Source: an optimization exercise on an open RTL-to-GDS flow (aim: small area and few clock cycles). Production flows keep margins and buffers that such runs may drop.
Only simulation tests tie the RTL to the original design; equivalence was not proved.

## flow/design.v (module list and top-level ports; edited modules follow where they fit)
// module iqfir_lane: 2044 lines
// module iqfir_resid: 91 lines
// module iqfir_slicer: 205 lines
// module iq_fir_qpsk_slicer: 128 lines
module iq_fir_qpsk_slicer (
  input  logic                                 clk,
  input  logic                                 rst,
  input  logic                                 s_tvalid,
  output logic                                 s_tready,
  input  logic [iqfir_pkg::IN_TDATA_W-1:0]     s_tdata,
  output logic                                 m_tvalid,
  input  logic                                 m_tready,
  output logic [iqfir_pkg::OUT_TDATA_W-1:0]    m_tdata,
  output logic                                 m_tuser,
  input  logic                                 cfg_valid,
  output logic                                 cfg_ready,
  input  logic [iqfir_pkg::CFG_IDX_W-1:0]      cfg_index,
  input  logic [iqfir_pkg::WEIGHT_W-1:0]       cfg_data
);
  // ...
==> flow/flow/run.sh <==
#!/bin/bash
# Layout flow: the standard synthesis, then an inverter cleanup around the full adders
# (flow/polfix.py, checked equivalent with ABC's cec before it is used), then the standard
# layout steps. Each tool writes its full output to its own log file here.
set -euo pipefail
RES=$PWD/orfs/results/$FLOW_PLATFORM/iq_fir_qpsk_slicer/base
LIB=$FLOW_HOME/platforms/$FLOW_PLATFORM/lib/sky130_fd_sc_hd__tt_025C_1v80.lib

bash standard.sh "$RES/1_2_yosys.v" > std_synth.log 2>&1

cp "$RES/1_2_yosys.v" yosys_orig.v
if python3 flow/polfix.py yosys_orig.v yosys_pol.v > polfix.log 2>&1; then
  for n in orig pol; do
    yosys -q -p "read_liberty -ignore_miss_func $LIB; read_verilog yosys_$n.v; hierarchy -top $FLOW_TOP; flatten; proc; opt_clean; techmap; opt -fast; dffunmap; write_blif -gates $n.blif" > yosys_blif_$n.log 2>&1
  done
  yosys-abc -c "cec orig.blif pol.blif" > cec.log 2>&1 || true
  if grep -q "Networks are equivalent" cec.log; then
    cp yosys_pol.v "$RES/1_2_yosys.v"
    echo "using the cleaned netlist" >> polfix.log
  else
    echo "cec did not prove equivalence; keeping the standard netlist" >> polfix.log
  fi
  rm -f orig.blif pol.blif
fi

# smallest buffer on each port (the standard flow picks a larger delay cell)
export BUFFER_PORTS_ARGS="-buffer_cell sky130_fd_sc_hd__buf_1"
bash standard.sh > std_layout.log 2>&1
==> flow/flow/polfix.py <==
#!/usr/bin/env python3
"""Inverter cleanup around full adders in a flat gate-level netlist (Yosys output).

A full adder is self-dual: FA(~a, ~b, ~c) = (~sum, ~cout). Synthesis leaves inverters between
chained sky130 fa cells; this script chooses for each fa cell whether to implement it on
complemented signals so that as few inverters as possible are needed, then rebuilds the
inverters: at most one per signal and polarity.  Usage: polfix.py IN.v OUT.v"""
import re
import sys
import random

OUT_PINS = {"X", "Y", "Q", "Q_N", "SUM", "COUT", "HI", "LO"}
INV_RE = re.compile(r"^sky130_fd_sc_hd__(inv|clkinv)_\d+$")
FA_RE = re.compile(r"^sky130_fd_sc_hd__fa_\d+$")
FA_IN = ("A", "B", "CIN")
FA_OUT = ("SUM", "COUT")

src = open(sys.argv[1]).read()
m = re.search(r"\bmodule\b.*?;", src, re.S)
body_start = m.end()
end = src.rindex("endmodule")

# ports
ports = set()
for d in re.finditer(r"^\s*(input|output|inout)\s+(?:wire\s+)?(\[[^\]]*\]\s*)?([^;]+);", src, re.M):
    for nm in d.group(3).split(","):
        nm = nm.strip()
        if d.group(2):
            a, b = [int(x) for x in d.group(2).strip()[1:-1].split(":")]
            for i in range(min(a, b), max(a, b) + 1):
                ports.add(f"{nm}[{i}]")
        ports.add(nm)
out_ports = set()
for d in re.finditer(r"^\s*output\s+(?:wire\s+)?(\[[^\]]*\]\s*)?([^;]+);", src, re.M):
    for nm in d.group(2).split(","):
        nm = nm.strip()
        if d.group(1):
            a, b = [int(x) for x in d.group(1).strip()[1:-1].split(":")]
            for i in range(min(a, b), max(a, b) + 1):
                out_ports.add(f"{nm}[{i}]")
        out_ports.add(nm)

if re.search(r"^\s*assign\b", src, re.M):
    sys.exit("netlist has assign statements; not handled")

inst_re = re.compile(r"^\s*(sky130_fd_sc_hd__\w+)\s+(\S+)\s*\((.*?)\);\s*$", re.S | re.M)
pin_re = re.compile(r"\.(\w+)\(\s*(.*?)\s*\)(?=\s*[,)]|\s*$)", re.S)
insts = []
for mm in inst_re.finditer(src, body_start, end):
    typ, name, body = mm.group(1), mm.group(2), mm.group(3)
    pins = {}
    for p in re.finditer(r"\.(\w+)\((.*?)\)\s*(,|$)", body, re.S):
        pins[p.group(1)] = p.group(2).strip()
    insts.append({"type": typ, "name": name, "pins": pins, "span": mm.span()})

def norm(n):
    return n.strip()

driver = {}
for i, it in enumerate(insts):
    for p, n in it["pins"].items():
        if p in OUT_PINS:
            driver[norm(n)] = (i, p)

is_inv = [bool(INV_RE.match(it["type"])) for it in insts]
is_fa = [bool(FA_RE.match(it["type"])) for it in insts]
# inverters that drive a port, or whose input is a constant, stay as ordinary gates
for i, it in enumerate(insts):
    if is_inv[i]:
        y = norm(it["pins"]["Y"]); a = norm(it["pins"]["A"])
        if y in ports or "'" in a:
            is_inv[i] = False

def root(n):
    """(root net, parity) of net n, following removable inverters."""
    par = 0
    seen = 0
    while n in driver and is_inv[driver[n][0]]:
        n = norm(insts[driver[n][0]]["pins"]["A"])
        par ^= 1
        seen += 1
        if seen > 1000:
            raise SystemExit("inverter loop")
    return n, par

# loads: every input pin of a non-removable cell, plus output ports
loads = []   # (inst index or -1 for port, pin, root, parity)
for i, it in enumerate(insts):
    if is_inv[i]:
        continue
    for p, n in it["pins"].items():
        if p in OUT_PINS:
            continue
        n = norm(n)
        if "'" in n:
            continue
        r, par = root(n)
        loads.append((i, p, r, par))
for n in out_ports:
    if n in driver and is_inv[driver[n][0]]:
        pass  # cannot happen (port-driving inverters are kept)

# root -> driving fa (if any)
root_fa = {}
for i, it in enumerate(insts):
    if is_fa[i]:
        for p in FA_OUT:
            root_fa[norm(it["pins"][p])] = i
loads_of = {}
for k, (i, p, r, par) in enumerate(loads):
    loads_of.setdefault(r, []).append(k)
# port nets that are roots need their true value
port_need = {r for r in out_ports if r in driver}

o = [0] * len(insts)

def cost_root(r):
    phys = o[root_fa[r]] if r in root_fa else 0
    need = set()
    for k in loads_of.get(r, []):
        i, p, _, par = loads[k]
        need.add(par ^ (o[i] if is_fa[i] else 0))
    if r in port_need:
        need.add(0)
    return 1 if (need - {phys}) else 0

roots = set(loads_of) | set(root_fa)
total = sum(cost_root(r) for r in roots)
fa_roots = {}
for i, it in enumerate(insts):
    if is_fa[i]:
        rs = set(norm(it["pins"][p]) for p in FA_OUT)
        for p in FA_IN:
            n = norm(it["pins"][p])
            if "'" not in n:
                rs.add(root(n)[0])
        fa_roots[i] = rs
start = total
improved = True
rnd = random.Random(1)
order = list(fa_roots)
while improved:
    improved = False
    rnd.shuffle(order)
    for i in order:
        before = sum(cost_root(r) for r in fa_roots[i])
        o[i] ^= 1
        after = sum(cost_root(r) for r in fa_roots[i])
        if after < before:
            total += after - before
            improved = True
        else:
            o[i] ^= 1

# rebuild
cnt = [0]
def newnet(base):
    cnt[0] += 1
    return f"_pol{cnt[0]}_"
new_wires = []
new_insts = []
net_of = {}   # (root, parity) -> net name
for r in roots:
    phys = o[root_fa[r]] if r in root_fa else 0
    need = set()
    for k in loads_of.get(r, []):
        i, p, _, par = loads[k]
        need.add(par ^ (o[i] if is_fa[i] else 0))
    if r in port_need:
        need.add(0)
    if phys == 0:
        net_of[(r, 0)] = r
        if 1 in need:
            nn = newnet(r); new_wires.append(nn)
            new_insts.append(("sky130_fd_sc_hd__inv_1", r, nn))
            net_of[(r, 1)] = nn
    else:
        pn = newnet(r); new_wires.append(pn)
        net_of[(r, 1)] = pn
        if 0 in need:
            new_insts.append(("sky130_fd_sc_hd__inv_1", pn, r))
            net_of[(r, 0)] = r

def esc(v):
    return v + " " if v.startswith("\\") else v

pos = 0
body_text = src
pieces = []
last = 0
for i, it in enumerate(insts):
    s, e = it["span"]
    pieces.append(src[last:s])
    last = e
    if is_inv[i]:
        continue
    pins = dict(it["pins"])
    for p, n in it["pins"].items():
        nn = norm(n)
        if p in OUT_PINS:
            if is_fa[i] and o[i]:
                pins[p] = net_of[(nn, 1)]
            continue
        if "'" in nn:
            continue
        r, par = root(nn)
        need = par ^ (o[i] if is_fa[i] else 0)
        pins[p] = net_of[(r, need)]
    txt = f"  {it['type']} {it['name']} (\n" + ",\n".join(f"    .{p}({esc(v)})" for p, v in pins.items()) + "\n  );"
    pieces.append(txt)
pieces.append(src[last:end])
decl = "".join(f"  wire {w};\n" for w in new_wires)
invs = "".join(f"  sky130_fd_sc_hd__inv_1 _polinv{k}_ (\n    .A({esc(a)}),\n    .Y({esc(y)})\n  );\n"
               for k, (t, a, y) in enumerate(new_insts))
res = src[:body_start] + "\n" + decl + "".join(pieces)[len(src[:body_start]):] + invs + src[end:]
open(sys.argv[2], "w").write(res)
ninv_before = sum(1 for i, it in enumerate(insts) if INV_RE.match(it["type"]))
ninv_kept = sum(1 for i, it in enumerate(insts) if INV_RE.match(it["type"]) and not is_inv[i])
print(f"polfix: fa {sum(is_fa)}, flipped {sum(o)}, inverters {ninv_before} -> {ninv_kept + len(new_insts)} (cost {start} -> {total})")
==> flow/standard.sh <==
#!/bin/bash
# synth_recipe.tcl (not shown) runs the flow's synth.tcl, then flattens the netlist and writes it again
# the make line also repeats each setting of config.mk as NAME=value (left out here)
make -C /OpenROAD-flow-scripts/flow DESIGN_CONFIG=/design/flow/config.mk WORK_HOME=/design/flow/orfs CLKGATE_MAP_FILE= SYNTH_SCRIPT=/design/flow/synth_recipe.tcl "${@:-finish}"
==> flow/config.mk <==
export PLATFORM = sky130hd
export DESIGN_NAME = iq_fir_qpsk_slicer
export DESIGN_NICKNAME = iq_fir_qpsk_slicer
export VERILOG_FILES = /design/flow/design.v
export SDC_FILE = /design/flow/constraint.sdc
export NUM_CORES = 4
export LEC_CHECK = 0
export ABC_AREA = 1
export CAP_MARGIN = 20
export CORE_MARGIN = 2
export CORE_UTILIZATION = 40
export SLEW_MARGIN = 20
==> flow/constraint.sdc <==
create_clock -name core_clock -period 7.5 [get_ports {clk}]
set_input_delay 1.5000 -clock core_clock [delete_from_list [all_inputs] [get_ports {clk}]]
set_output_delay 1.5000 -clock core_clock [all_outputs]
set_load 0.01 [all_outputs]
==> reports/qor.yml, run 1 <==
global_route:
  grt_overflow_total: 0
  grtUsageMet1_pct: 37.8
  grt-busiest-layer: "met2"
  grt_pass1_vias: 41500
worst_setup_path:
  path_depth: 22
  crit_slowest_cell: "fa_1"
  r2r-start: "fill[0]"
  critPathCapture: "s1_sum_q[19]"
  timing.critical_path.from: "fill[0]"
  end_kind: "flip-flop"
  cpMostUsedCell: "fa_1"
  path_cells: "nand2_1, buf_12, o22ai_1, xor2_1, fa_1, fa_1, inv_1, fa_1, fa_1, fa_1, fa_1, fa_1, ha_1, nand2_1, inv_1, a21oi_1, a21boi_0, o21ai_0, nand2_1, nand2_1, nand2_1, nand2_1"
  reg2regPathDepth: 22
finish:
  largest_reg_flops: 60
  final-clk-cell-share_pct: 2.90
  seq_cells: 374
  insertedDiodeCount: 0
  comb.multi_input.count: 4098
  fill_cells: 12200
  max_flop_register: "digits"
  inverters: 708
clocking:
  cts-resized-gates: 0
  clk_latency_ps: 650
  clockBufferDepth: 3
  clk_pin_slew_worst_paths_ps: 70
worst_hold_path:
  hp-class: "flip-flop to flip-flop"
place:
  port_buffers: 230
  hpwl_um: 140000
  gp_congestion: 0.957
synthesis:
  syn_inst: 5425
routing:
  routedWlPerCell_um: 24.8
  wl_met1_um: 71700
  drc_errors: 0
  vias: 41600
status:
  outcome: "finished clean"
timing:
  hold_ws_ps: 407
  fin_skew_ps: 42.0
Testbench counts, summed over its fixed seeds: cycles 16,400.
==> inputs of run 2 (changes only) <==
--- a/flow/config.mk
+++ b/flow/config.mk
@@ -7,3 +7,2 @@
 export LEC_CHECK = 0
-export ABC_AREA = 1
 export CAP_MARGIN = 20
==> reports/qor.yml, run 2 <==
synthesis:
  syn_inst: 4715  # was 5,425
  ys_warn_count: 1  # unchanged
  avgSynthCellArea_sq_um: 10.4  # was 9.13 sq um
  syn-cell-area_sq_mm: 0.0491  # was 0.0495 sq mm
finish:
  final_util_pct: 44.1  # was 44.0%
  most-common-layout-cells: "714 x fa_1, 638 x a22oi_1, 457 x xnor2_1"  # was 748 x xor2_1, 719 x fa_1, 712 x nand2_1
  largest_reg_flops: 60  # unchanged
  nNetsFinal: 5713  # was 6,573
  reg_top3: "digits x60, o_tag x31, s1_tag x31"  # unchanged
  drive_gt1_share_pct: 8.20  # was 5.18%
  max_flop_register: "digits"  # unchanged
  postLayoutCellArea_sq_mm: 0.0537  # was 0.0542 sq mm
  fill_cells: 11600  # was 12,200
  area_growth_pct: 9.30  # was 9.51%
  layout_commonest_cell: "fa_1"  # was xor2_1
global_route:
  antenna_found_initial: 2  # was 1
  grt_pass1_wl_um: 247000  # was 267,000 um
  grt_pass1_vias: 37900  # was 41,500
  grt_overflow_total: 0  # unchanged
  grt_util_all_layers_pct: 25.8  # was 28.2%
  grt_max_degree: 147  # was 181
worst_setup_path:
  crit_required_ps: 7850  # was 7880 ps
  cp_max_fo: 19  # was 20
  end_kind: "flip-flop"  # unchanged
  path_class: "flip-flop to flip-flop"  # unchanged
  start_kind: "flip-flop"  # unchanged
  worst_ep_arrival_time_ps: 7620  # was 7440 ps
  r2r_slack_ps: 230  # was 440 ps
routing:
  ant_nets: 0  # unchanged
  drc_errors: 0  # unchanged
  vias: 37400  # was 41,600
  wl_um: 164000  # was 180,000 um
  drt_iter0_drc: 4088  # was 4,703
  firstDrtPassIters: 6  # unchanged
  routedWlPerCell_um: 25.6  # was 24.8 um
  vias_per_cell: 5.84  # was 5.71
floorplanning:
  die_h_um: 355  # was 356 um
  ios: 236  # unchanged
  rows: 128  # was 129
  die-area_sq_mm: 0.126  # was 0.127 sq mm
  start_util_pct: 40.3  # was 40.1%
  core_sq_mm: 0.122  # was 0.123 sq mm
  die_w_um: 355  # was 356 um
clocking:
  htree_levels: 2  # unchanged
  cts.sinks: 374  # unchanged
  cts-root-buf: "clkbuf_16"  # unchanged
  cts_tree: "built"  # unchanged
  clk_pin_slew_worst_paths_ps: 60  # was 70 ps
  clk_latency_ps: 650  # about the same
  cts_made_buffers: 49  # unchanged
  clockBufferDepth: 3  # unchanged
timing:
  hold_viol: 0  # unchanged
  slew_viol_final: 0  # unchanged
  fin_skew_ps: 43.6  # was 42.0 ps
  period_needed_ps: 7270  # was 7060 ps
  tightest_slew_ps: 1030  # was 1080 ps
  setup_viol_count_final: 0  # unchanged
  rsz0062_at_grt: "false"  # unchanged
  fmax_ghz: 0.138  # was 0.142 GHz
  fin_crit_sh_pct: 96.9  # was 94.2%
  setup_tns_ps: 0  # unchanged
  relSlewSlack_pct: 31.3  # was 27.9%
worst_hold_path:
  hp-class: "flip-flop to flip-flop"  # unchanged
place:
  placed_area_sq_mm: 0.0521  # was 0.0526 sq mm
  hpwl_um: 128000  # was 140,000 um
  port_buffers: 230  # unchanged
  gp_congestion: 0.942  # was 0.957
status:
  outcome: "finished clean"  # unchanged
run:
  max_cap_viol_count: 0  # unchanged
run 2: path summary, 6_finish.rpt:
kind / depth (start not counted) / from / to
worst max-delay path: 20 / fill[0] / s1_sum_q[22]
worst min-delay path: 0 / s1_tag[25] / o_tag[25]
worst max register to register: 20 / fill[0] / s1_sum_q[22]
worst min register to register: 0 / s1_tag[25] / o_tag[25]
run 2: worst max-delay path: stages (launching register included):
cell       delay (ps)
dfxtp_4           370
and2_2            280
buf_12            180
a22oi_1           210
xor2_1            200
fa_1              470
fa_2              630
fa_1              440
inv_1              80
fa_1              430
fa_1              400
fa_1              510
fa_1              420
ha_1              380
nand4_1           170
nor2_1            170
a2111oi_0         160
or4_1             660
a211o_1           340
and3_1            160
a311o_1           310
run 2: layout make-up:
type	instances	area [sq um]	area share (%)
flip-flops and latches	374	10600	19.7
clock buffers	62	1400	2.61
inverters	371	1400	2.61
multi-input cells	3501	35200	65.6
well taps	1625	2030	3.78
repair buffers	444	2840	5.28
clock inverters	27	203	0.377
diodes	1	2.50	0.00466
run 2: routing by layer:
layer	share of wire, %	wire (um)	track usage, %	vias up
li1	-	-	-	16200
met1	42	68200	35.8	18900
met2	45	73600	39.9	1974
met3	11	17500	6.70	268
met4	2.9	4780	7.00	0
met5	0	0	0	-
run 2: metrics by stage:
step | std cells | hold WS [ps] | worst slack (ps)
6_report | 6405 | 417 | 231
5_1_grt | 6405 | 421 | 10.5
4_1_cts | 6403 | 419 | 41.2
3_5_place_dp | 6314 | 405 | -193
3_3_place_gp | 6314 | 400 | -236
2_1_floorplan | 4717 | 400 | 409
run 2: timing repair:
item                       4_1_cts  5_1_grt
resized for setup                0       13
hold buffers                     0        0
setup endpoints to repair        0        9
hold endpoints to repair         0        0
setup buffers                    0        0
==> inputs of run 3 (changes only) <==
--- a/flow/config.mk
+++ b/flow/config.mk
@@ -7,2 +7,3 @@
 export LEC_CHECK = 0
+export ABC_CLOCK_PERIOD_IN_PS = 2000
 export CAP_MARGIN = 20
==> reports/qor.yml, run 3 <==
status:
  outcome: "finished clean"  # unchanged
global_route:
  antenna_found_initial: 1  # was 2
  grt_pass1_vias: 37300  # was 37,900
  grt_overflow_total: 0  # unchanged
  grt_pass1_wl_um: 240000  # was 247,000 um
  grt_util_all_layers_pct: 25.0  # was 25.8%
  grt_max_degree: 154  # was 147
routing:
  firstDrtPassIters: 6  # unchanged
  routedWlPerCell_um: 24.9  # was 25.6 um
  vias: 37400  # about the same
  drc_errors: 0  # unchanged
  wl_um: 159000  # was 164,000 um
  ant_nets: 0  # unchanged
  drt_iter0_drc: 4282  # was 4,088
  vias_per_cell: 5.85  # was 5.84
timing:
  slew_viol_final: 0  # unchanged
  hold_viol: 0  # unchanged
  fin_skew_ps: 67.4  # was 43.6 ps
  fmax_ghz: 0.138  # about the same
  tightest_slew_ps: 1140  # was 1030 ps
  setup_viol_count_final: 0  # unchanged
  relSlewSlack_pct: 23.4  # was 31.3%
  fin_crit_sh_pct: 96.4  # was 96.9%
  hold_ws_ps: 416  # was 417 ps
  rsz0062_at_grt: "false"  # unchanged
  setup_slack_ps: 272  # was 231 ps
  period_needed_ps: 7230  # was 7270 ps
worst_setup_path:
  slowest_delay_ps: 660  # about the same
  start_kind: "flip-flop"  # unchanged
  crit_slowest_cell: "fa_1"  # was or4_1
  crit_required_ps: 7880  # was 7850 ps
  end_kind: "flip-flop"  # unchanged
  path_class: "flip-flop to flip-flop"  # unchanged
  path_cells: "and2_1, buf_12, a22oi_1, xor2_1, fa_1, fa_1, fa_1, inv_1, fa_1, fa_1, fa_1, fa_1, ha_1, nand4_1, nor2_1, a2111oi_0, or4_1, a211o_1, and3_1, a311o_1"  # was and2_2, buf_12, a22oi_1, xor2_1, fa_1, fa_2, fa_1, inv_1, fa_1, fa_1, fa_1, fa_1, ha_1, nand4_1, nor2_1, a2111oi_0, or4_1, a211o_1, and3_1, a311o_1
  worst_ep_arrival_time_ps: 7600  # was 7620 ps
  cp_max_fo: 32  # was 19
  cpMostUsedCell: "fa_1"  # unchanged
place:
  dp_worst_setup_slack_ps: -173  # was -193 ps
  hpwl_um: 126000  # was 128,000 um
  placed_area_sq_mm: 0.0520  # was 0.0521 sq mm
  port_buffers: 230  # unchanged
  gp_congestion: 0.920  # was 0.942
finish:
  final_util_pct: 44.1  # about the same
  reg_top3: "digits x60, o_tag x31, s1_tag x31"  # unchanged
  multi_input_area_sq_mm: 0.0353  # was 0.0352 sq mm
  area_growth_pct: 9.31  # was 9.30%
  most-common-layout-cells: "716 x fa_1, 638 x a22oi_1, 457 x xnor2_1"  # was 714 x fa_1, 638 x a22oi_1, 457 x xnor2_1
  largest_reg_flops: 60  # unchanged
  register_area_sq_mm: 0.0106  # about the same
  layout_commonest_cell: "fa_1"  # unchanged
  fill_cells: 11500  # was 11,600
  postLayoutCellArea_sq_mm: 0.0537  # about the same
  max_flop_register: "digits"  # unchanged
  nNetsFinal: 5706  # was 5,713
  drive_gt1_share_pct: 7.97  # was 8.20%
synthesis:
  syn-cell-area_sq_mm: 0.0491  # unchanged
  syn_inst: 4715  # unchanged
  ys_warn_count: 1  # unchanged
  avgSynthCellArea_sq_um: 10.4  # unchanged
floorplanning:
  die_w_um: 355  # unchanged
  start_util_pct: 40.3  # unchanged
  ios: 236  # unchanged
  die_h_um: 355  # unchanged
  core_sq_mm: 0.122  # unchanged
  rows: 128  # unchanged
  die-area_sq_mm: 0.126  # unchanged
clocking:
  post-cts-setup-buffers: 0  # unchanged
  clk_latency_ps: 680  # was 650 ps
  cts-root-buf: "clkbuf_16"  # unchanged
  htree_levels: 2  # unchanged
  cts_tree: "built"  # unchanged
  clk_pin_slew_worst_paths_ps: 60  # about the same
  clockBufferDepth: 3  # unchanged
  cts.sinks: 374  # unchanged
  cts_made_buffers: 49  # unchanged
worst_hold_path:
  hp-class: "flip-flop to flip-flop"  # unchanged
run:
  max_cap_viol_count: 0  # unchanged
[run 3: final timing paths]
path | slack [ps] | startpoint | cells after the start | endpoint
worst max-delay path | 270 | fill[1] | 20 | s1_sum_q[22]
worst min-delay path | 420 | s1_tag[9] | 0 | o_tag[9]
worst max register to register | 270 | fill[1] | 20 | s1_sum_q[22]
worst min register to register | 420 | s1_tag[9] | 0 | o_tag[9]
[run 3: routing by layer]
layer | vias up | routed length (um) | global-route usage, % | share of wire (%)
li1 | 16200 | - | - | -
met1 | 19000 | 67700 | 35.7 | 42
met2 | 1990 | 70400 | 38.0 | 44
met3 | 214 | 17700 | 6.37 | 11
met4 | 0 | 3620 | 5.68 | 2.3
met5 | - | 0 | 0 | 0
[run 3: final cells by class]
type | instances | share of cell area (%)
Timing Repair Buffer | 437 | 5.11
Clock inverter | 24 | 0.515
Multi-Input combinational cell | 3501 | 65.6
Antenna cell | 3 | 0.0140
Inverter | 371 | 2.61
Clock buffer | 63 | 2.64
Tap cell | 1625 | 3.78
Sequential cell | 374 | 19.7
[run 3: critical path: cells and delay by family, from the launching register on]
| family | cells | cell delay [ps] |
|---|---|---|
| simple gates | 5 | 1290 |
| fa+ha+maj | 8 | 3700 |
| compound gates | 4 | 940 |
| buf+inv | 2 | 300 |
| xor+xnor | 1 | 210 |
| flops | 1 | 460 |
[run 3: timing repair]
item / CTS / global route
resized for setup: 0 / 9
hold buffers: 0 / 0
setup endpoints to repair: 0 / 6
hold endpoints to repair: 0 / 0
[run 3: through the flow]
stage,instances,TNS [ps]
2_1_floorplan,4717,0
3_3_place_gp,6308,-377
3_5_place_dp,6308,-404
4_1_cts,6395,0
5_1_grt,6395,0
6_report,6398,0
==> inputs of run 4 (changes only) <==
--- a/flow/config.mk
+++ b/flow/config.mk
@@ -7,6 +7,5 @@
 export LEC_CHECK = 0
-export ABC_CLOCK_PERIOD_IN_PS = 2000
-export CAP_MARGIN = 20
+export CAP_MARGIN = 0
 export CORE_MARGIN = 2
 export CORE_UTILIZATION = 40
-export SLEW_MARGIN = 20
+export SLEW_MARGIN = 0
==> reports/qor.yml, run 4 <==
worst_setup_path:
  critPathCapture: "s1_sum_i[25]"  # was s1_sum_q[22]
  crit_slowest_cell: "fa_1"  # unchanged
  cp_max_fo: 10  # was 32
  r2r_slack_ps: 260  # was 270 ps
  reg2regPathDepth: 22  # was 20
  crit_required_ps: 8010  # was 7880 ps
  path_cells: "and2_2, buf_4, a22oi_1, xor2_1, fa_1, fa_1, fa_1, fa_1, fa_1, fa_1, inv_1, fa_1, ha_1, and4_1, o211ai_1, o211ai_1, a2111oi_2, buf_4, o211ai_1, and3_1, a221o_1, a21oi_1"  # was and2_1, buf_12, a22oi_1, xor2_1, fa_1, fa_1, fa_1, inv_1, fa_1, fa_1, fa_1, fa_1, ha_1, nand4_1, nor2_1, a2111oi_0, or4_1, a211o_1, and3_1, a311o_1
  end_kind: "flip-flop"  # unchanged
  start_kind: "flip-flop"  # unchanged
  worstReg2RegEnd: "s1_sum_i[25]"  # was s1_sum_q[22]
  r2r-start: "fill[0]"  # was fill[1]
  timing.critical_path.from: "fill[0]"  # was fill[1]
  path_class: "flip-flop to flip-flop"  # unchanged
  slowest_delay_ps: 610  # was 660 ps
  worst_ep_arrival_time_ps: 7750  # was 7600 ps
  cpMostUsedCell: "fa_1"  # unchanged
finish:
  drive_gt1_share_pct: 8.29  # was 7.97%
  largest_reg_flops: 60  # unchanged
  postLayoutCellArea_sq_mm: 0.0538  # was 0.0537 sq mm
  max_flop_register: "digits"  # unchanged
  area_growth_pct: 9.50  # was 9.31%
  reg_top3: "digits x60, o_tag x31, s1_tag x31"  # unchanged
  fin_cells: 6414  # was 6,398
  nNetsFinal: 5719  # was 5,706
  most-common-layout-cells: "716 x fa_1, 638 x a22oi_1, 458 x xnor2_1"  # was 716 x fa_1, 638 x a22oi_1, 457 x xnor2_1
  layout_commonest_cell: "fa_1"  # unchanged
global_route:
  grt_max_degree: 148  # was 154
  grt_overflow_total: 0  # unchanged
  grt_util_all_layers_pct: 25.3  # was 25.0%
  antenna_found_initial: 4  # was 1
  grt_pass1_vias: 37700  # was 37,300
  grt_pass1_wl_um: 243000  # was 240,000 um
floorplanning:
  ios: 236  # unchanged
  core_sq_mm: 0.122  # unchanged
  start_util_pct: 40.3  # unchanged
  die-area_sq_mm: 0.126  # unchanged
  die_w_um: 355  # unchanged
  rows: 128  # unchanged
  die_h_um: 355  # unchanged
timing:
  setup_viol_count_final: 0  # unchanged
  relSlewSlack_pct: 18.3  # was 23.4%
  fmax_ghz: 0.138  # about the same
  tightest_slew_ps: 1220  # was 1140 ps
  period_needed_ps: 7240  # was 7230 ps
  setup_tns_ps: 0  # unchanged
  slew_viol_final: 0  # unchanged
  fin_crit_sh_pct: 96.5  # was 96.4%
  fin_skew_ps: 71.4  # was 67.4 ps
  hold_viol: 0  # unchanged
place:
  placed_area_sq_mm: 0.0520  # about the same
  gp_congestion: 0.930  # was 0.920
  port_buffers: 230  # unchanged
  hpwl_um: 127000  # was 126,000 um
  dp_cells: 6318  # was 6,308
routing:
  drc_errors: 0  # unchanged
  firstDrtPassIters: 6  # unchanged
  wl_um: 162000  # was 159,000 um
  routedWlPerCell_um: 25.3  # was 24.9 um
  drt_iter0_drc: 4037  # was 4,282
  vias: 37400  # about the same
  ant_nets: 0  # unchanged
  vias_per_cell: 5.83  # was 5.85
clocking:
  cts-root-buf: "clkbuf_16"  # unchanged
  postCtsHoldBufs: 0  # unchanged
  cts.sinks: 374  # unchanged
  clk_pin_slew_worst_paths_ps: 60  # about the same
  clk_latency_ps: 700  # was 680 ps
  post-cts-setup-buffers: 0  # unchanged
  clockBufferDepth: 3  # unchanged
  htree_levels: 2  # unchanged
  cts_made_buffers: 49  # unchanged
  cts_tree: "built"  # unchanged
synthesis:
  ys_warn_count: 1  # unchanged
  syn-cell-area_sq_mm: 0.0491  # unchanged
  avgSynthCellArea_sq_um: 10.4  # unchanged
  syn_inst: 4715  # unchanged
status:
  outcome: "finished clean"  # unchanged
worst_hold_path:
  hp-class: "flip-flop to flip-flop"  # unchanged
run:
  max_cap_viol_count: 0  # unchanged
==> run 4: changes by cell type in the layout (fill, tap and decap cells not counted), sizes merged <==
cell and delta:
clkinvlp -1, buf +10, clkbuf -3, clkinv +10, bufinv -1, inv +3
diode -2
==> run 4: how the worst min path moves through the flow <==
stage               startpoint        end  slack, ps  cells past startpoint
detailed placement  s1_tag[20]  o_tag[20]        400                      0
floorplan            s1_tag[0]   o_tag[0]        400                      0
global placement     s1_tag[8]   o_tag[8]        400                      0
finish              s1_tag[25]  o_tag[25]        420                      0
CTS                 s1_tag[29]  o_tag[29]        410                      0
global route        s1_tag[21]  o_tag[21]        410                      0
==> run 4: repair_timing <==
item,4_1_cts,5_1_grt
cloned,0,3
endpoints found under the setup margin,2,7
pin swaps,0,1
gates resized for setup,2,18
==> run 4: per-layer routing <==
metal | track usage [%] | routed length [um] | vias to the layer above
met3 | 6.64 | 17400 | 243
met2 | 38.7 | 71800 | 1938
met5 | 0 | 0 | -
li1 | - | - | 16200
met1 | 35.5 | 68100 | 19000
met4 | 6.92 | 4950 | 0
==> run 4: final cells by class <==
cell class | count | area (sq um)
fillers | 11600 | 68100
multi-input cells | 3501 | 35300
flip-flops and latches | 374 | 10600
repair buffers | 450 | 2840
well taps | 1625 | 2030
inverters | 371 | 1400
clock buffers | 57 | 1340
clock inverters | 35 | 332
diodes | 1 | 2.50
==> run 4: through the flow <==
stage	setup slack, ps	util, %	hold slack, ps
after floorplan	409	-	400
after global placement	-328	42.7	400
after detailed placement	-240	42.7	405
after CTS	4.52	44.1	415
after global routing	-4.51	44.2	415
final	263	44.2	416
==> run 4: worst max-delay path: cells and delay by family, from the launching register on <==
kind / cells / cell delay, ps
xor gates and xnor gates: 1 / 200
adders and majority gates: 8 / 3860
AOI/OAI and AO/OA: 7 / 1380
DFF: 1 / 410
buffers and inverters: 3 / 490
and+or+nand+nor: 3 / 720
==> inputs of run 5 (changes only) <==
--- a/flow/flow/polfix.py
+++ b/flow/flow/polfix.py
@@ -5,4 +5,6 @@
 chained sky130 fa cells; this script chooses for each fa cell whether to implement it on
-complemented signals so that as few inverters as possible are needed, then rebuilds the
-inverters: at most one per signal and polarity.  Usage: polfix.py IN.v OUT.v"""
+complemented signals so that as few inverters as possible are needed (simulated annealing,
+then a greedy pass); an xor2/xnor2 that drives such a signal may swap to the other kind
+instead of needing an inverter. It then rebuilds the inverters: at most one per signal and
+polarity.  Usage: polfix.py IN.v OUT.v"""
 import re
@@ -14,2 +16,3 @@
 FA_RE = re.compile(r"^sky130_fd_sc_hd__fa_\d+$")
+XOR_RE = re.compile(r"^sky130_fd_sc_hd__(xor2|xnor2)_(\d+)$")
 FA_IN = ("A", "B", "CIN")
@@ -108,2 +111,8 @@
             root_fa[norm(it["pins"][p])] = i
+root_xor = {}
+for i, it in enumerate(insts):
+    if XOR_RE.match(it["type"]):
+        n = norm(it["pins"].get("X", it["pins"].get("Y", "")))
+        if n and n not in out_ports:
+            root_xor[n] = i
 loads_of = {}
@@ -116,4 +125,3 @@
 
-def cost_root(r):
-    phys = o[root_fa[r]] if r in root_fa else 0
+def need_of(r):
     need = set()
@@ -124,3 +132,14 @@
         need.add(0)
-    return 1 if (need - {phys}) else 0
+    return need
+
+def phys_of(r, need):
+    if r in root_fa:
+        return o[root_fa[r]]
+    if r in root_xor:
+        return 1 if need == {1} else 0
+    return 0
+
+def cost_root(r):
+    need = need_of(r)
+    return 1 if (need - {phys_of(r, need)}) else 0
 
@@ -138,8 +157,28 @@
 start = total
-improved = True
+import math
 rnd = random.Random(1)
 order = list(fa_roots)
+best = total
+best_o = list(o)
+steps = 200 * max(1, len(order))
+T0, T1 = 2.0, 0.05
+for step in range(steps):
+    T = T0 * (T1 / T0) ** (step / steps)
+    i = order[rnd.randrange(len(order))]
+    before = sum(cost_root(r) for r in fa_roots[i])
+    o[i] ^= 1
+    after = sum(cost_root(r) for r in fa_roots[i])
+    d = after - before
+    if d <= 0 or rnd.random() < math.exp(-d / T):
+        total += d
+        if total < best:
+            best = total
+            best_o = list(o)
+    else:
+        o[i] ^= 1
+o = best_o
+total = best
+improved = True
 while improved:
     improved = False
-    rnd.shuffle(order)
     for i in order:
@@ -162,10 +201,8 @@
 net_of = {}   # (root, parity) -> net name
+xor_flip = set()
 for r in roots:
-    phys = o[root_fa[r]] if r in root_fa else 0
-    need = set()
-    for k in loads_of.get(r, []):
-        i, p, _, par = loads[k]
-        need.add(par ^ (o[i] if is_fa[i] else 0))
-    if r in port_need:
-        need.add(0)
+    need = need_of(r)
+    phys = phys_of(r, need)
+    if r in root_xor and phys == 1:
+        xor_flip.add(root_xor[r])
     if phys == 0:
@@ -200,3 +237,3 @@
         if p in OUT_PINS:
-            if is_fa[i] and o[i]:
+            if (is_fa[i] and o[i]) or i in xor_flip:
                 pins[p] = net_of[(nn, 1)]
@@ -208,3 +245,8 @@
         pins[p] = net_of[(r, need)]
-    txt = f"  {it['type']} {it['name']} (\n" + ",\n".join(f"    .{p}({esc(v)})" for p, v in pins.items()) + "\n  );"
+    typ = it["type"]
+    if i in xor_flip:
+        mm = XOR_RE.match(typ)
+        typ = f"sky130_fd_sc_hd__{'xnor2' if mm.group(1) == 'xor2' else 'xor2'}_{mm.group(2)}"
+        pins = {("Y" if k == "X" else "X" if k == "Y" else k): v for k, v in pins.items()}
+    txt = f"  {typ} {it['name']} (\n" + ",\n".join(f"    .{p}({esc(v)})" for p, v in pins.items()) + "\n  );"
     pieces.append(txt)
--- a/flow/config.mk
+++ b/flow/config.mk
@@ -7,5 +7,6 @@
 export LEC_CHECK = 0
-export CAP_MARGIN = 0
+export CAP_MARGIN = 20
 export CORE_MARGIN = 2
-export CORE_UTILIZATION = 40
-export SLEW_MARGIN = 0
+export CORE_UTILIZATION = 60
+export CTS_BUF_LIST = sky130_fd_sc_hd__clkbuf_4 sky130_fd_sc_hd__clkbuf_8
+export SLEW_MARGIN = 20
==> reports/qor.yml, run 5 <==
worst_setup_path:
  path_class: "flip-flop to flip-flop"  # unchanged
  crit_required_ps: 7950  # was 8010 ps
  start_kind: "flip-flop"  # unchanged
  cp_max_fo: 10  # unchanged
  end_kind: "flip-flop"  # unchanged
  worst_ep_arrival_time_ps: 7720  # was 7750 ps
global_route:
  grt_max_degree: 169  # was 148
  grt_pass1_vias: 37000  # was 37,700
  grt_pass1_wl_um: 237000  # was 243,000 um
  grt_util_all_layers_pct: 38.5  # was 25.3%
  antenna_found_initial: 5  # was 4
  grt_overflow_total: 0  # unchanged
synthesis:
  avgSynthCellArea_sq_um: 10.8  # was 10.4 sq um
  syn_inst: 4457  # was 4,715
  ys_warn_count: 1  # unchanged
  syn-cell-area_sq_mm: 0.0482  # was 0.0491 sq mm
routing:
  routedWlPerCell_um: 28.1  # was 25.3 um
  wl_um: 158000  # was 162,000 um
  drc_errors: 0  # unchanged
  vias: 37400  # about the same
  ant_nets: 0  # unchanged
  firstDrtPassIters: 7  # was 6
  drt_iter0_drc: 4692  # was 4,037
  vias_per_cell: 6.66  # was 5.83
clocking:
  postCtsHoldBufs: 0  # unchanged
  post-cts-setup-buffers: 0  # unchanged
  cts.sinks: 374  # unchanged
  clk_latency_ps: 750  # was 700 ps
  clk_pin_slew_worst_paths_ps: 70  # was 60 ps
  cts_made_buffers: 74  # was 49
  cts_tree: "built"  # unchanged
  htree_levels: 3  # was 2
  cts-resized-gates: 0  # was 2
  cts-root-buf: "clkbuf_8"  # was clkbuf_16
  clockBufferDepth: 3  # unchanged
worst_hold_path:
  hp-class: "flip-flop to flip-flop"  # unchanged
place:
  dp_worst_setup_slack_ps: -134  # was -240 ps
  hpwl_um: 122000  # was 127,000 um
  port_buffers: 230  # unchanged
  gp_congestion: 0.980  # was 0.930
timing:
  setup_viol_count_final: 0  # unchanged
  fin_skew_ps: 74.3  # was 71.4 ps
  tightest_slew_ps: 1040  # was 1220 ps
  hold_viol: 0  # unchanged
  relSlewSlack_pct: 30.4  # was 18.3%
  rsz0062_at_grt: "false"
  fmax_ghz: 0.138  # about the same
  slew_viol_final: 0  # unchanged
  fin_crit_sh_pct: 96.9  # was 96.5%
  period_needed_ps: 7270  # was 7240 ps
  setup_slack_ps: 232  # was 263 ps
finish:
  nNetsFinal: 5480  # was 5,719
  reg_top3: "digits x60, o_tag x31, s1_tag x31"  # unchanged
  fill_cells: 6426  # was 11,600
  largest_reg_flops: 60  # unchanged
  max_flop_register: "digits"  # unchanged
  layout_commonest_cell: "fa_1"  # unchanged
  area_growth_pct: 7.97  # was 9.50%
  drive_gt1_share_pct: 9.36  # was 8.29%
  most-common-layout-cells: "718 x fa_1, 638 x a22oi_1, 586 x xnor2_1"  # was 716 x fa_1, 638 x a22oi_1, 458 x xnor2_1
floorplanning:
  ios: 236  # unchanged
  die-area_sq_mm: 0.0826  # was 0.126 sq mm
  die_w_um: 287  # was 355 um
  rows: 103  # was 128
  start_util_pct: 60.8  # was 40.3%
  die_h_um: 287  # was 355 um
  core_sq_mm: 0.0793  # was 0.122 sq mm
status:
  outcome: "finished clean"  # unchanged
run:
  max_cap_viol_count: 0  # unchanged
[run 5: cell types whose count changed in the layout (fill, tap and decap cells not counted), sizes merged]
cell / change
inv: -257
clkinvlp: -2
clkbuf: +32
buf: -3
diode: +5
xnor2: +130
xor2: -130
bufinv: +4
[run 5: layout make-up]
| cell class | instances | area (sq um) | area share (%) |
|---|---|---|---|
| timing repair buffer | 444 | 2850 | 5.47 |
| sequential | 374 | 10600 | 20.4 |
| clock buffer | 92 | 1170 | 2.24 |
| inverter | 113 | 433 | 0.832 |
| clock inverter | 38 | 413 | 0.794 |
| multi-input combinational | 3501 | 35200 | 67.7 |
| tap | 1050 | 1310 | 2.53 |
| antenna | 6 | 15.0 | 0.0289 |
[run 5: path summary, 6_finish.rpt]
kind / start / end / slack, ps / depth (start not counted)
worst max-delay path: fill[1] / s1_sum_q[22] / 230 / 18
worst min-delay path: s1_tag[12] / o_tag[12] / 410 / 0
worst max register to register: fill[1] / s1_sum_q[22] / 230 / 18
worst min register to register: s1_tag[12] / o_tag[12] / 410 / 0
[run 5: worst max-delay path: stages (launching register included)]
cell and delay (ps):
dfxtp_2 440, and2_1 430, buf_4 200, a22oi_1 120
xnor2_2 310, fa_1 480, fa_1 600, fa_1 540
fa_1 570, fa_1 440, fa_1 540, ha_1 400
nand4_1 160, nor2_1 170, a2111oi_0 160, or4_1 620
a211o_1 350, and3_1 170, a311o_1 310
[run 5: stage by stage]
step / hold WS, ps / utilization [%] / cell area (sq um) / TNS [ps] / std cells
after floorplan: 400 / - / 48200 / 0 / 4459
after global placement: 400 / 63.6 / 50400 / -442 / 5482
after detailed placement: 405 / 63.6 / 50400 / -279 / 5482
after CTS: 412 / 65.6 / 52000 / 0 / 5612
after global routing: 406 / 65.6 / 52000 / 0 / 5617
final: 414 / 65.6 / 52000 / 0 / 5618
[run 5: layer usage]
layer	vias up	GRT usage (%)	wire [um]
li1	15800	-	-
met2	2638	55.2	67400
met4	4	14.0	6210
met1	18600	54.9	62000
met3	391	12.5	22100
met5	-	0	24
==> inputs of run 6 (changes only) <==
--- a/flow/flow/run.sh
+++ b/flow/flow/run.sh
@@ -27,2 +27,3 @@
 export BUFFER_PORTS_ARGS="-buffer_cell sky130_fd_sc_hd__buf_1"
+export CTS_ARGS="-sink_clustering_enable -repair_clock_nets -dont_use_dummy_load"
 bash standard.sh > std_layout.log 2>&1
--- a/flow/config.mk
+++ b/flow/config.mk
@@ -9,4 +9,3 @@
 export CORE_MARGIN = 2
-export CORE_UTILIZATION = 60
-export CTS_BUF_LIST = sky130_fd_sc_hd__clkbuf_4 sky130_fd_sc_hd__clkbuf_8
+export CORE_UTILIZATION = 40
 export SLEW_MARGIN = 20
==> reports/qor.yml, run 6 <==
global_route:
  antenna_found_initial: 2  # was 5
  grt_pass1_vias: 37000  # about the same
  grt_util_all_layers_pct: 25.5  # was 38.5%
  grt_pass1_wl_um: 238000  # was 237,000 um
  grt_overflow_total: 0  # unchanged
  grt_max_degree: 81  # was 169
worst_hold_path:
  hp-class: "flip-flop to flip-flop"  # unchanged
finish:
  area_growth_pct: 8.46  # was 7.97%
  reg_top3: "digits x60, o_tag x31, s1_tag x31"  # unchanged
  layout_commonest_cell: "fa_1"  # unchanged
  nNetsFinal: 5458  # was 5,480
  fill_cells: 11300  # was 6,426
  largest_reg_flops: 60  # unchanged
  drive_gt1_share_pct: 8.01  # was 9.36%
  max_flop_register: "digits"  # unchanged
  postLayoutCellArea_sq_mm: 0.0523  # was 0.0520 sq mm
  most-common-layout-cells: "719 x fa_1, 638 x a22oi_1, 588 x xnor2_1"  # was 718 x fa_1, 638 x a22oi_1, 586 x xnor2_1
worst_setup_path:
  start_kind: "flip-flop"  # unchanged
  worstReg2RegEnd: "s1_sum_q[22]"  # unchanged
  reg2regPathDepth: 19  # was 18
  crit_required_ps: 7900  # was 7950 ps
  end_kind: "flip-flop"  # unchanged
  cp_max_fo: 32  # was 10
  critPathCapture: "s1_sum_q[22]"  # unchanged
  worst_ep_arrival_time_ps: 7610  # was 7720 ps
  timing.critical_path.from: "fill[0]"  # was fill[1]
  path_class: "flip-flop to flip-flop"  # unchanged
  r2r_slack_ps: 290  # was 230 ps
  r2r-start: "fill[0]"  # was fill[1]
synthesis:
  ys_warn_count: 1  # unchanged
  syn-cell-area_sq_mm: 0.0482  # unchanged
  syn_inst: 4457  # unchanged
  avgSynthCellArea_sq_um: 10.8  # unchanged
place:
  port_buffers: 230  # unchanged
  hpwl_um: 125000  # was 122,000 um
  gp_congestion: 0.957  # was 0.980
  placed_area_sq_mm: 0.0510  # was 0.0504 sq mm
floorplanning:
  die-area_sq_mm: 0.123  # was 0.0826 sq mm
  core_sq_mm: 0.120  # was 0.0793 sq mm
  start_util_pct: 40.3  # was 60.8%
  die_w_um: 351  # was 287 um
  die_h_um: 351  # was 287 um
  ios: 236  # unchanged
  rows: 127  # was 103
clocking:
  cts_made_buffers: 48  # was 74
  cts-root-buf: "clkbuf_16"  # was clkbuf_8
  clk_pin_slew_worst_paths_ps: 60  # was 70 ps
  htree_levels: 2  # was 3
  cts.sinks: 374  # unchanged
  clk_latency_ps: 650  # was 750 ps
  clockBufferDepth: 3  # unchanged
  cts_tree: "built"  # unchanged
  postCtsHoldBufs: 0  # unchanged
timing:
  fmax_ghz: 0.139  # was 0.138 GHz
  period_needed_ps: 7210  # was 7270 ps
  hold_viol: 0  # unchanged
  setup_viol_count_final: 0  # unchanged
  rsz0062_at_grt: "false"  # unchanged
  fin_skew_ps: 55.8  # was 74.3 ps
  tightest_slew_ps: 1090  # was 1040 ps
  relSlewSlack_pct: 27.2  # was 30.4%
  fin_crit_sh_pct: 96.1  # was 96.9%
  hold_ws_ps: 414  # about the same
  setup_tns_ps: 0  # unchanged
  slew_viol_final: 0  # unchanged
status:
  outcome: "finished clean"  # unchanged
routing:
  wl_um: 158000  # about the same
  firstDrtPassIters: 6  # was 7
  drt_iter0_drc: 4134  # was 4,692
  vias: 36300  # was 37,400
  vias_per_cell: 5.96  # was 6.66
  drc_errors: 0  # unchanged
  routedWlPerCell_um: 25.9  # was 28.1 um
  ant_nets: 0  # unchanged
run:
  max_cap_viol_count: 0  # unchanged
-- run 6: how the worst min path moves through the flow --
stage / start / cells after the start / slack (ps) / to
6_report: s1_tag[12] / 0 / 410 / o_tag[12]
5_1_grt: s1_tag[16] / 0 / 410 / o_tag[16]
4_1_cts: s1_tag[16] / 0 / 410 / o_tag[16]
3_5_place_dp: s1_tag[29] / 0 / 400 / o_tag[29]
3_3_place_gp: s1_tag[30] / 0 / 400 / o_tag[30]
2_1_floorplan: s1_tag[0] / 0 / 400 / o_tag[0]
-- run 6: final cells by class --
| cell class | instances | area [sq um] | area share [%] |
|---|---|---|---|
| multi-input cells | 3501 | 35200 | 67.4 |
| flip-flops and latches | 374 | 10600 | 20.3 |
| repair buffers | 448 | 2780 | 5.32 |
| well taps | 1612 | 2020 | 3.86 |
| clock buffers | 48 | 1200 | 2.30 |
| inverters | 113 | 433 | 0.828 |
| diodes | 1 | 2.50 | 0.00479 |
-- run 6: per-layer routing --
layer  part of all wire, %  vias to the layer above  GRT usage, %
li1                      -                    15700             -
met3                    10                      290          6.12
met5                0.0089                        -             0
met2                    45                     1968          39.9
met4                   3.0                        2          7.23
met1                    42                    18400          35.2
-- run 6: metrics by stage --
stage	setup WS [ps]	util, %	std cells
3_5_place_dp	-207	42.6	6046
6_report	290	43.7	6097
5_1_grt	7.19	43.7	6097
3_3_place_gp	-270	42.6	6046
4_1_cts	101	43.6	6094
2_1_floorplan	409	-	4459
-- run 6: worst max-delay path, cell delays in order (launching register included) --
cell	delay, ps
dfxtp_2	430
and2_1	200
buf_12	220
a22oi_1	130
xnor2_1	170
fa_1	600
fa_1	460
fa_1	540
fa_1	430
fa_1	450
fa_1	520
fa_1	460
ha_1	380
nand4_1	160
nor2_1	180
a2111oi_0	150
or4_1	640
a211o_1	350
and3_1	160
a311o_1	310
-- run 6: what timing repair did --
item | 4_1_cts | 5_1_grt
setup endpoints to repair | 0 | 4
resized for setup | 0 | 10
setup buffers | 0 | 0
==> inputs of run 7 (changes only) <==
--- a/flow/flow/run.sh
+++ b/flow/flow/run.sh
@@ -27,3 +27,2 @@
 export BUFFER_PORTS_ARGS="-buffer_cell sky130_fd_sc_hd__buf_1"
-export CTS_ARGS="-sink_clustering_enable -repair_clock_nets -dont_use_dummy_load"
 bash standard.sh > std_layout.log 2>&1
==> reports/qor.yml, run 7 <==
floorplanning:
  die_h_um: 351  # unchanged
  core_sq_mm: 0.120  # unchanged
  die-area_sq_mm: 0.123  # unchanged
  rows: 127  # unchanged
  start_util_pct: 40.3  # unchanged
  die_w_um: 351  # unchanged
  ios: 236  # unchanged
routing:
  firstDrtPassIters: 7  # was 6
  wl_um: 161000  # was 158,000 um
  vias_per_cell: 6.00  # was 5.96
  drc_errors: 0  # unchanged
  vias: 36800  # was 36,300
  routedWlPerCell_um: 26.2  # was 25.9 um
  drt_iter0_drc: 4250  # was 4,134
  ant_nets: 0  # unchanged
clocking:
  cts-resized-gates: 0  # unchanged
  post-cts-setup-buffers: 0  # unchanged
  cts_made_buffers: 47  # was 48
  clockBufferDepth: 3  # unchanged
  cts-root-buf: "clkbuf_16"  # unchanged
  clk_pin_slew_worst_paths_ps: 60  # about the same
  clk_latency_ps: 660  # was 650 ps
  postCtsHoldBufs: 0  # unchanged
  cts.sinks: 374  # unchanged
  htree_levels: 2  # unchanged
  cts_tree: "built"  # unchanged
finish:
  layout_commonest_cell: "fa_1"  # unchanged
  drive_gt1_share_pct: 8.62  # was 8.01%
  reg_top3: "digits x60, o_tag x31, s1_tag x31"  # unchanged
  max_flop_register: "digits"  # unchanged
  nNetsFinal: 5457  # was 5,458
  area_growth_pct: 9.50  # was 8.46%
  fin_cells: 6136  # was 6,097
  fill_cells: 11300  # about the same
  largest_reg_flops: 60  # unchanged
  most-common-layout-cells: "719 x fa_1, 638 x a22oi_1, 586 x xnor2_1"  # was 719 x fa_1, 638 x a22oi_1, 588 x xnor2_1
place:
  dp_worst_setup_slack_ps: -194  # was -207 ps
  hpwl_um: 125000  # about the same
  dp_cells: 6046  # unchanged
  port_buffers: 230  # unchanged
  gp_congestion: 0.938  # was 0.957
timing:
  fin_crit_sh_pct: 96.7  # was 96.1%
  relSlewSlack_pct: 26.9  # was 27.2%
  rsz0062_at_grt: "false"  # unchanged
  hold_viol: 0  # unchanged
  tightest_slew_ps: 1100  # was 1090 ps
  setup_viol_count_final: 0  # unchanged
  slew_viol_final: 0  # unchanged
  hold_ws_ps: 413  # was 414 ps
  period_needed_ps: 7260  # was 7210 ps
  fin_skew_ps: 44.0  # was 55.8 ps
  fmax_ghz: 0.138  # was 0.139 GHz
  setup_slack_ps: 244  # was 290 ps
worst_setup_path:
  cpMostUsedCell: "fa_1"  # unchanged
  path_buf_inv: 1  # unchanged
  end_kind: "flip-flop"  # unchanged
  start_kind: "flip-flop"  # unchanged
  slowest_delay_ps: 650  # was 640 ps
  crit_slowest_cell: "or4_1"  # unchanged
  worst_ep_arrival_time_ps: 7630  # was 7610 ps
  cp_max_fo: 29  # was 32
  path_class: "flip-flop to flip-flop"  # unchanged
  crit_family: "adder cells"  # unchanged
  path_cells: "and2_1, buf_4, a22oi_1, xnor2_1, fa_1, fa_1, fa_1, fa_1, fa_1, fa_1, ha_1, nand4_1, nor2_1, a2111oi_0, or4_1, a211o_1, and3_1, a311o_1"  # was and2_1, buf_12, a22oi_1, xnor2_1, fa_1, fa_1, fa_1, fa_1, fa_1, fa_1, fa_1, ha_1, nand4_1, nor2_1, a2111oi_0, or4_1, a211o_1, and3_1, a311o_1
  crit_required_ps: 7870  # was 7900 ps
synthesis:
  syn_inst: 4457  # unchanged
  ys_warn_count: 1  # unchanged
  avgSynthCellArea_sq_um: 10.8  # unchanged
  syn-cell-area_sq_mm: 0.0482  # unchanged
status:
  outcome: "finished clean"  # unchanged
global_route:
  grt_util_all_layers_pct: 25.8  # was 25.5%
  grt_overflow_total: 0  # unchanged
  grt_pass1_vias: 37100  # was 37,000
  antenna_found_initial: 4  # was 2
  grt_pass1_wl_um: 239000  # was 238,000 um
  grt_max_degree: 121  # was 81
worst_hold_path:
  hp-class: "flip-flop to flip-flop"  # unchanged
run:
  max_cap_viol_count: 0  # unchanged
==> run 7: final cells by class <==
type / instances / area [sq um] / share of cell area [%]
multi-input cells: 3501 / 35200 / 66.8
flip-flops and latches: 374 / 10600 / 20.1
repair buffers: 448 / 2810 / 5.33
well taps: 1612 / 2020 / 3.82
clock buffers: 57 / 1340 / 2.54
inverters: 113 / 433 / 0.821
clock inverters: 29 / 308 / 0.583
diodes: 2 / 5.00 / 0.00949
==> run 7: routing by layer <==
metal  up-vias  wire [um]  GRT usage [%]
met4         4       5180           7.96
met2      2118      72300           40.1
li1      15700          -              -
met5         -         23              0
met3       321      17400           6.16
met1     18600      66000           35.5
==> run 7: worst paths after layout <==
kind,from,to,slack [ps],cells past startpoint
setup / recovery,fill[1],s1_sum_q[22],240,18
hold / removal,s1_tag[18],o_tag[18],410,0
setup reg to reg,fill[1],s1_sum_q[22],240,18
hold reg to reg,s1_tag[18],o_tag[18],410,0
==> run 7: through the flow <==
stage | util (%) | area, sq um | TNS (ps)
2_1_floorplan | - | 48200 | 0
3_3_place_gp | 42.6 | 51000 | -642
3_5_place_dp | 42.6 | 51000 | -466
4_1_cts | 44.0 | 52700 | 0
5_1_grt | 44.1 | 52800 | 0
6_report | 44.1 | 52800 | 0
==> inputs of run 8 (changes only) <==
--- a/flow/flow/run.sh
+++ b/flow/flow/run.sh
@@ -27,2 +27,3 @@
 export BUFFER_PORTS_ARGS="-buffer_cell sky130_fd_sc_hd__buf_1"
+export CTS_ARGS="-sink_clustering_enable -repair_clock_nets -dont_use_dummy_load -buf_list {sky130_fd_sc_hd__clkbuf_4 sky130_fd_sc_hd__clkbuf_8}"
 bash standard.sh > std_layout.log 2>&1
==> reports/qor.yml, run 8 <==
routing:
  wl_um: 159000  # was 161,000 um
  drc_errors: 0  # unchanged
  drt_iter0_drc: 3902  # was 4,250
  vias: 36500  # was 36,800
  vias_per_cell: 5.96  # was 6.00
  routedWlPerCell_um: 25.9  # was 26.2 um
  ant_nets: 0  # unchanged
  firstDrtPassIters: 9  # was 7
global_route:
  grt_pass1_wl_um: 238000  # was 239,000 um
  grt_max_degree: 179  # was 121
  met3_usage_pct: 7.01  # was 6.16%
  grt-busiest-layer: "met2"  # unchanged
  grtUsageMet1_pct: 35.1  # was 35.5%
  grt_overflow_total: 0  # unchanged
  grt_pass1_vias: 37300  # was 37,100
  grt_util_all_layers_pct: 25.7  # was 25.8%
  met2_usage_pct: 39.9  # was 40.1%
  antenna_found_initial: 2  # was 4
finish:
  reg_top3: "digits x60, o_tag x31, s1_tag x31"  # unchanged
  largest_reg_flops: 60  # unchanged
  fin_cells: 6132  # was 6,136
  area_growth_pct: 8.16  # was 9.50%
  drive_gt1_share_pct: 8.65  # was 8.62%
  max_flop_register: "digits"  # unchanged
  nNetsFinal: 5492  # was 5,457
  layout_commonest_cell: "fa_1"  # unchanged
  most-common-layout-cells: "718 x fa_1, 638 x a22oi_1, 588 x xnor2_1"  # was 719 x fa_1, 638 x a22oi_1, 586 x xnor2_1
  final_util_pct: 43.6  # was 44.1%
worst_setup_path:
  start_kind: "flip-flop"  # unchanged
  r2r-start: "fill[0]"  # was fill[1]
  end_kind: "flip-flop"  # unchanged
  worst_ep_arrival_time_ps: 7730  # was 7630 ps
  worstReg2RegEnd: "s1_sum_q[22]"  # unchanged
  reg2regPathDepth: 19  # was 18
  path_class: "flip-flop to flip-flop"  # unchanged
  crit_required_ps: 7970  # was 7870 ps
  r2r_slack_ps: 240  # about the same
  cp_max_fo: 32  # was 29
place:
  port_buffers: 230  # unchanged
  gp_congestion: 0.943  # was 0.938
  hpwl_um: 125000  # about the same
  dp_cells: 6059  # was 6,046
worst_hold_path:
  min_path_cells: 0  # unchanged
  hp-class: "flip-flop to flip-flop"  # unchanged
  min_to: "o_tag[13]"  # was o_tag[18]
  hold_start: "s1_tag[13]"  # was s1_tag[18]
timing:
  setup_viol_count_final: 0  # unchanged
  setup_tns_ps: 0  # unchanged
  period_needed_ps: 7260  # about the same
  fin_crit_sh_pct: 96.8  # was 96.7%
  hold_viol: 0  # unchanged
  rsz0062_at_grt: "false"  # unchanged
  fin_skew_ps: 79.9  # was 44.0 ps
  tightest_slew_ps: 1070  # was 1100 ps
  slew_viol_final: 0  # unchanged
  fmax_ghz: 0.138  # about the same
  relSlewSlack_pct: 28.3  # was 26.9%
floorplanning:
  ios: 236  # unchanged
  die_w_um: 351  # unchanged
  core_sq_mm: 0.120  # unchanged
  die-area_sq_mm: 0.123  # unchanged
  rows: 127  # unchanged
  die_h_um: 351  # unchanged
  start_util_pct: 40.3  # unchanged
run:
  max_cap_viol_count: 0  # unchanged
synthesis:
  avgSynthCellArea_sq_um: 10.8  # unchanged
  syn_inst: 4457  # unchanged
  syn-cell-area_sq_mm: 0.0482  # unchanged
  ys_warn_count: 1  # unchanged
status:
  outcome: "finished clean"  # unchanged
clocking:
  htree_levels: 3  # was 2
  cts-root-buf: "clkbuf_8"  # was clkbuf_16
  post-cts-setup-buffers: 0  # unchanged
  clk_latency_ps: 730  # was 660 ps
  clockBufferDepth: 3  # unchanged
  cts.sinks: 374  # unchanged
  cts_tree: "built"  # unchanged
  clk_pin_slew_worst_paths_ps: 50  # was 60 ps
  cts_made_buffers: 71  # was 47
run 8: area by class of cell:
cell class                 instances  area [sq um]
clock buffer                      71           977
multi-input combinational       3501         35200
timing repair buffer             459          2860
inverter                         113           433
tap                             1612          2020
sequential                       374         10600
antenna                            2          5.00
fill                           11400         67500
run 8: how the worst max path moves through the flow:
stage	from	end	slack [ps]	cells past startpoint
finish	fill[0]	s1_sum_q[22]	240	19
global route	fill[0]	s1_sum_i[25]	3	21
CTS	fill[0]	s1_sum_i[25]	140	21
detailed placement	s_tdata[37]	s1_sum_i[25]	-130	20
global placement	s_tdata[37]	s1_sum_i[25]	-120	19
floorplan	m_tready	hi0[0]	410	4
run 8: what timing repair did:
action,CTS,global route
gates resized for setup,0,8
hold endpoints to repair,0,0
hold buffers,0,0
setup endpoints to repair,0,4
run 8: per-stage QoR:
step / hold slack (ps) / setup WS [ps] / instance area [sq um]
6_report: 417 / 239 / 52100
3_3_place_gp: 400 / -121 / 51100
4_1_cts: 415 / 145 / 52100
2_1_floorplan: 400 / 409 / 48200
3_5_place_dp: 405 / -133 / 51100
5_1_grt: 424 / 2.82 / 52100
run 8: critical path: stages, from the launching register on:
cell       delay, ps
dfxtp_2          430
and2_1           200
buf_12           220
a22oi_1          140
xnor2_1          190
fa_1             600
fa_1             450
fa_1             530
fa_1             450
fa_1             440
fa_1             520
fa_1             460
ha_1             390
nand4_1          190
nor2_1           180
a2111oi_0        160
or4_1            650
a211o_1          350
and3_1           170
a311o_1          310
run 8: layer usage:
metal  wire length, um  up-vias
li1                  -    15700
met1             65900    18400
met2             71200     2031
met3             17100      319
met4              4690        2
met5                10        -

[afterwards: timing with drivers on the ports]
In the flow no input, the clock included, has a driving cell. The finished layouts below were timed again as built, in two steps. Step 1, drivers: a clkbuf_16 drives clk and a buf_2 each remaining input, both assumed. Step 2 times the ports against the registers' clock, not the clock port: input delays grow and output delays shrink by t, the midpoint of the rising clock arrivals with the driver on. a / b / c = ideal ports / drivers / drivers and shift; a / b = the first two.
| run | t (ns) | setup slack, ns | hold slack, ns | worst setup path after step 2 | latest minus earliest clock arrival (ns) |
|---|---|---|---|---|---|
| run 1 | 0.712 | 0.436 / 0.436 / 0.436 | 0.407 / 0.407 / 0.407 | register to register | 0.053 / 0.053 |
| run 2 | 0.708 | 0.231 / 0.231 / -0.076 | 0.417 / 0.417 / 0.417 | input to register | 0.048 / 0.048 |
| run 3 | 0.719 | 0.272 / 0.272 / -0.101 | 0.416 / 0.416 / 0.416 | input to register | 0.069 / 0.070 |
| run 4 | 0.742 | 0.263 / 0.263 / -0.095 | 0.416 / 0.416 / 0.416 | input to register | 0.075 / 0.075 |
| run 5 | 0.779 | 0.232 / 0.232 / -0.163 | 0.414 / 0.414 / 0.414 | input to register | 0.074 / 0.074 |
| run 6 | 0.701 | 0.290 / 0.290 / -0.178 | 0.414 / 0.414 / 0.414 | input to register | 0.063 / 0.063 |
| run 7 | 0.715 | 0.244 / 0.244 / -0.172 | 0.413 / 0.413 / 0.413 | input to register | 0.044 / 0.044 |
| run 8 | 0.760 | 0.239 / 0.239 / -0.175 | 0.417 / 0.417 / 0.417 | input to register | 0.083 / 0.083 |
With both steps, setup timing fails in 7 of these runs, where it was met with ideal ports. For run 6, which loses most, drivers alone change the setup slack by 0.000 ns; drivers and shift together by -0.468 ns.
